From an optimization exercise on the open Yosys and OpenROAD flow, aimed at small area and a short achievable clock period; shortcuts taken in it are not production practice.
At most, simulation tests tie the RTL to the original design; equivalence was not proved.
The clock port is modelled as an ideal driver, which makes a skipped or thinned clock tree look cheaper than it is; a real chip needs a root buffer or a tree.
No activity file was given, so power comes from the tool's default toggle rates.

== maple ==
## mmio_top
module mmio_top #(
    parameter logic [31:0] MMIO_BASE   = 32'h7000_0000,
    parameter int          CAM_CREDITS = 2,
    parameter int          CMD_DEPTH   = 4
) (
    input  logic        fclk,
    input  logic        rst_n,
    input  logic [31:0] araddr,
    input  logic        arvalid,
    output logic        arready,
    output logic [31:0] rdata,
    output logic [1:0]  rresp,
    output logic        rvalid,
    input  logic        rready,
    input  logic [31:0] awaddr,
    input  logic        awvalid,
    output logic        awready,
    input  logic [31:0] wdata,
    input  logic [3:0]  wstrb,
    input  logic        wvalid,
    output logic        wready,
    output logic [1:0]  bresp,
    output logic        bvalid,
    input  logic        bready,
    output logic [31:0] frame_bytes0,
    output logic [31:0] frame_bytes1,
    output logic [31:0] frame_bytes2,
    output logic [31:0] tribuf_addr0,
    output logic [31:0] tribuf_addr1,
    output logic [31:0] tribuf_addr2,
    output logic [31:0] mmio_cmd,
    output logic        mmio_cmd_valid,
    output logic [31:0] cam0_cmd,
    output logic        cam0_cmd_valid,
    input  logic [17:0] cam0_resp,
    input  logic        cam0_resp_valid,
    output logic [31:0] cam1_cmd,
    output logic        cam1_cmd_valid,
    input  logic [17:0] cam1_resp,
    input  logic        cam1_resp_valid,
    output logic        irq
);
localparam int MMIO_WORDS = 16;
localparam logic [3:0] REG_CMD           = 4'd0;
localparam logic [3:0] REG_CAM0_CMD      = 4'd1;
localparam logic [3:0] REG_CAM1_CMD      = 4'd2;
localparam logic [3:0] REG_FRAME_BYTES0  = 4'd3;
localparam logic [3:0] REG_TRIBUF_ADDR0  = 4'd4;
localparam logic [3:0] REG_FRAME_BYTES1  = 4'd5;
localparam logic [3:0] REG_TRIBUF_ADDR1  = 4'd6;
localparam logic [3:0] REG_FRAME_BYTES2  = 4'd7;
localparam logic [3:0] REG_TRIBUF_ADDR2  = 4'd8;
localparam logic [3:0] REG_CAM0_RESP     = 4'd9;
localparam logic [3:0] REG_CAM0_RESP_CNT = 4'd10;
  ...
For scale: about 1500 cells after synthesis, about 640 flip-flops, ~480 I/O pins, ~0.024 mm2 of cells after synthesis.
Settings: LEC_CHECK=0, CAP_MARGIN=20, CORE_MARGIN=2, CORE_UTILIZATION=65, SETUP_SLACK_MARGIN=1.7, SLEW_MARGIN=20; clock period 3.5 ns.
standard.sh (not shown) runs the stock make flow with config.mk's settings and CLKGATE_MAP_FILE= SYNTH_SCRIPT=/design/flow/synth_recipe.tcl, a recipe that flattens the netlist after the stock synthesis.
==> flow/flow/run.sh <==
#!/bin/bash
# Own flow: the standard layout (standard.sh), with a few ORFS variables changed after
# synthesis (see env.sh). Synthesis runs first with no change, exactly as the standard flow.
# Each tool's output goes to a log file in this folder.
set -euo pipefail
bash standard.sh synth > synth.log 2>&1
source flow/env.sh
bash standard.sh > layout.log 2>&1
Other scripts of this flow, unchanged in this note and not shown: flow/flow/cts_tree.tcl, flow/flow/env.sh
> inputs changed (maple -> cedar)
--- a/flow/design.v
+++ b/flow/design.v
@@ -15,22 +15,23 @@
 localparam logic [3:0] REG_CAM_STATUS    = 4'd13;
 localparam logic [3:0] REG_IRQ_EN        = 4'd14;
 localparam logic [3:0] REG_IRQ_STAT      = 4'd15;
 localparam logic [1:0] RESP_OKAY   = 2'b00;
 localparam logic [1:0] RESP_SLVERR = 2'b10;
 `timescale 1ns/1ns
 module cam_port #(
     parameter int CAM_CREDITS = 2
 ) (
     input  logic        fclk,
     input  logic        rst_n,
+    input  logic        wready,
     input  logic        push,
     input  logic [31:0] wdata,
     input  logic [17:0] cam_resp,
     input  logic        cam_resp_valid,
     output logic [31:0] cam_cmd,
     output logic        cam_cmd_valid,
     output logic [7:0]  status,
     output logic [17:0] last_resp,     
     output logic        resp_seen,
     output logic [15:0] resp_cnt
 );
@@ -64,23 +65,23 @@
     end
     logic fill_nz_d, cred_nz_d;
     assign fill_nz_d = accept || fill[2] || fill[1] || (fill[0] && !send);
     always_comb begin
         case ({cam_resp_valid, send})
             2'b10:   cred_nz_d = (credits != 4'd15);
             2'b01:   cred_nz_d = (credits != 4'd1);
             default: cred_nz_d = (credits != 4'd0);
         endcase
     end
     always_ff @(posedge fclk) begin
-        if (!push && (!full || send)) ring[wp] <= wdata;
+        if (wready && (!full || send)) ring[wp] <= wdata;
         if (hload) cam_cmd <= ({32{rp[0]}} & ring[0]) | ({32{rp[1]}} & ring[1])
                             | ({32{rp[2]}} & ring[2]);
     end
     always_ff @(posedge fclk) begin
         if (!rst_n) begin
             wp            <= '0;
             rp            <= 3'b001;
             fill          <= '0;
             credits       <= 4'(CAM_CREDITS);
             overflow      <= 1'b0;
             cam_cmd_valid <= 1'b0;
@@ -255,29 +256,29 @@
     assign frame_bytes0 = cfg[0];
     assign tribuf_addr0 = cfg[1];
     assign frame_bytes1 = cfg[2];
     assign tribuf_addr1 = cfg[3];
     assign frame_bytes2 = cfg[4];
     assign tribuf_addr2 = cfg[5];
     logic [7:0]  status0, status1;
     logic [17:0] resp0, resp1;
     logic [15:0] cnt0, cnt1;
     logic        seen0, seen1;
     cam_port #(.CAM_CREDITS(CAM_CREDITS)) u_cam0 (
-        .fclk, .rst_n, .push(push0), .wdata,
+        .fclk, .rst_n, .wready, .push(push0), .wdata,
         .cam_resp(cam0_resp), .cam_resp_valid(cam0_resp_valid),
         .cam_cmd(cam0_cmd), .cam_cmd_valid(cam0_cmd_valid),
         .status(status0), .last_resp(resp0), .resp_seen(seen0), .resp_cnt(cnt0)
     );
     cam_port #(.CAM_CREDITS(CAM_CREDITS)) u_cam1 (
-        .fclk, .rst_n, .push(push1), .wdata,
+        .fclk, .rst_n, .wready, .push(push1), .wdata,
         .cam_resp(cam1_resp), .cam_resp_valid(cam1_resp_valid),
         .cam_cmd(cam1_cmd), .cam_cmd_valid(cam1_cmd_valid),
         .status(status1), .last_resp(resp1), .resp_seen(seen1), .resp_cnt(cnt1)
     );
     logic [31:0] rd_mux;
     logic        rresp_bad;
     logic        ar_good;
     logic [15:0] rsel;
     assign ar_good = addr_ok(araddr);
     always_comb begin
         for (int k = 0; k < 16; k++) rsel[k] = (araddr[5:2] == 4'(k));
Findings:
The flow did not stop early for cedar: all stages ran, and the layout cleared the timing, design-rule and antenna checks. maple vs cedar, highest-delay cell along the critical path: sky130_fd_sc_hd__nor4b_4 vs sky130_fd_sc_hd__a222oi_1. Comparing cedar against maple, there is no change at all in hold-critical path depth. Changes observed in cedar relative to maple: number of fillers in the final layout higher, shortest period the worst path allows lower, share of synthesized cell area in full adder, half adder and majority cells roughly the same, total standard cell area after synthesis higher. The total chip power on cedar is in line with that on maple. First-pass GRT wire length, cedar vs maple: down by a few percent. Comparing cedar and maple, via count is lower on cedar.
No run of this note takes its clock network from TritonCTS; it comes from the design's own scripts or RTL.

## the previous run
mmio_top, a different RTL version from the one above (not shown whole).
For scale: about 630 flip-flops.
==> flow/design.v (excerpt) <==
module mmio_top #(
    parameter logic [31:0] MMIO_BASE   = 32'h7000_0000,
    parameter int          CAM_CREDITS = 2,
    parameter int          CMD_DEPTH   = 4
) (
    input  logic        fclk,
    input  logic        rst_n,
    input  logic [31:0] araddr,
    input  logic        arvalid,
    output logic        arready,
    output logic [31:0] rdata,
    output logic [1:0]  rresp,
    output logic        rvalid,
    input  logic        rready,
    input  logic [31:0] awaddr,
    input  logic        awvalid,
    output logic        awready,
    input  logic [31:0] wdata,
    input  logic [3:0]  wstrb,
    input  logic        wvalid,
    output logic        wready,
    output logic [1:0]  bresp,
    output logic        bvalid,
    input  logic        bready,
    output logic [31:0] frame_bytes0,
    output logic [31:0] frame_bytes1,
    output logic [31:0] frame_bytes2,
    output logic [31:0] tribuf_addr0,
    output logic [31:0] tribuf_addr1,
    output logic [31:0] tribuf_addr2,
    output logic [31:0] mmio_cmd,
    output logic        mmio_cmd_valid,
    output logic [31:0] cam0_cmd,
    output logic        cam0_cmd_valid,
    input  logic [17:0] cam0_resp,
    input  logic        cam0_resp_valid,
    output logic [31:0] cam1_cmd,
    output logic        cam1_cmd_valid,
    input  logic [17:0] cam1_resp,
    input  logic        cam1_resp_valid,
    output logic        irq
);
clock: 3.5 ns
lec_check: 0
cap_margin: 20
core_margin: 2
core_utilization: 65
setup_slack_margin: 1.5
slew_margin: 20
Scripts as last shown in full above: flow/flow/run.sh
Other scripts of this flow, unchanged in this note and not shown: flow/flow/cts_tree.tcl, flow/flow/env.sh
Modified inputs, the current run compared to the previous run
-- flow/design.v --
<<< the previous run, line 175
    endfunction
    logic       wr_bad_q;      
    logic [3:0] wr_idx_q;
    always_ff @(posedge fclk) begin
        if (!rst_n) begin
>>> the current run, line 175
    endfunction
    logic       wr_bad_q;      
    always_ff @(posedge fclk) begin
        if (!rst_n) begin
<<< the previous run, line 197
    end
    always_ff @(posedge fclk) begin
        if (awready) begin
            wr_idx_q <= awaddr[5:2];
            wr_bad_q <= !addr_ok(awaddr);
        end
    end
    assign bresp = {wr_bad_q, 1'b0};
    logic        wr_en;
    logic [15:0] we;
    assign wr_en = wready && wvalid && !wr_bad_q;
    always_comb begin
        for (int k = 0; k < 16; k++) we[k] = wr_en && (wr_idx_q == 4'(k));
    end
    logic [5:0][31:0] cfg;
    logic [1:0]  irq_en;
>>> the current run, line 196
    end
    always_ff @(posedge fclk) begin
        if (awready) wr_bad_q <= !addr_ok(awaddr);
    end
    assign bresp = {wr_bad_q, 1'b0};
    logic [15:0] wsel;
    logic [15:0] we;
    always_ff @(posedge fclk) begin
        if (!rst_n) begin
            wsel <= '0;
        end else if (awready) begin
            for (int k = 0; k < 16; k++)
                wsel[k] <= awvalid && addr_ok(awaddr) && (awaddr[5:2] == 4'(k));
        end else if (wvalid) begin
            wsel <= '0;
        end
    end
    assign we = wsel & {16{wvalid}};
    logic [5:0][31:0] cfg;
    logic [1:0]  irq_en;
<<< the previous run, line 307
    end
    always_ff @(posedge fclk) begin
        if (!rvalid) begin
            rdata     <= rd_mux;
            rresp_bad <= !ar_good;
        end
    end
    assign rresp = {rresp_bad, 1'b0};
>>> the current run, line 310
    end
    always_ff @(posedge fclk) begin
        rdata     <= (rd_mux & {32{!rvalid}}) | (rdata & {32{rvalid}});
        rresp_bad <= rvalid ? rresp_bad : !ar_good;
    end
    assign rresp = {rresp_bad, 1'b0};
Compared with the previous run, worst ir drop on vdd in the current run increased slightly.
Share of layout cells above drive strength 1 (lower): the previous run
Diff the previous run -> the current run: logic depth of the worst path, buffers included higher; part of the total power dissipated in sequential elements higher.
The current run ended up with a lower post-placement worst setup slack than the previous run did.
For the previous run, the main combinational cell family by area after synthesis was compound AO/OA/AOI/OAI gates, unlike the current run, where it was simple AND/OR/NAND/NOR gates.
The previous run has higher share of the final layout cell area in sequential cells than the current run.
No run of this note included a check of the RTL's function; only the layout flow was run. No run of this note takes its clock network from TritonCTS; it comes from the design's own scripts or RTL.

[static timing again, ports no longer ideal]
The results above use ideal ports. As a check the final layouts listed here were re-extracted and re-timed, cells and wires unchanged.
Step 1 sets driving cells, clkbuf_16 on the clock port and buf_2 on the other inputs (assumed; they add their load-dependent delay and slew).
Step 2 also shifts input and output timing later by t, the mid clock arrival at the registers, as if the neighbouring blocks saw the same clock.
Slacks: no drivers / after step 1 / after step 2; pairs: no drivers / after step 1.
| run | t (ns) | setup slack, ns | clock arrival spread, ns | pins driven straight from the clock port |
|---|---|---|---|---|
| maple | 0.498 | 1.634 / 1.555 / 1.157 | 0.031 / 0.030 | 4 |
| cedar | 0.500 | 1.651 / 1.585 / 1.217 | 0.044 / 0.045 | 4 |
| the previous run | 0.476 | 1.474 / 1.498 / 1.089 | 0.024 / 0.023 | 4 |
| the current run | 0.489 | 1.136 / 1.217 / 0.728 | 0.030 / 0.030 | 4 |
After both steps setup and hold are still met in every run listed. For maple, which loses most, drivers alone change the setup slack by -0.079 ns; drivers and shift together by -0.477 ns.
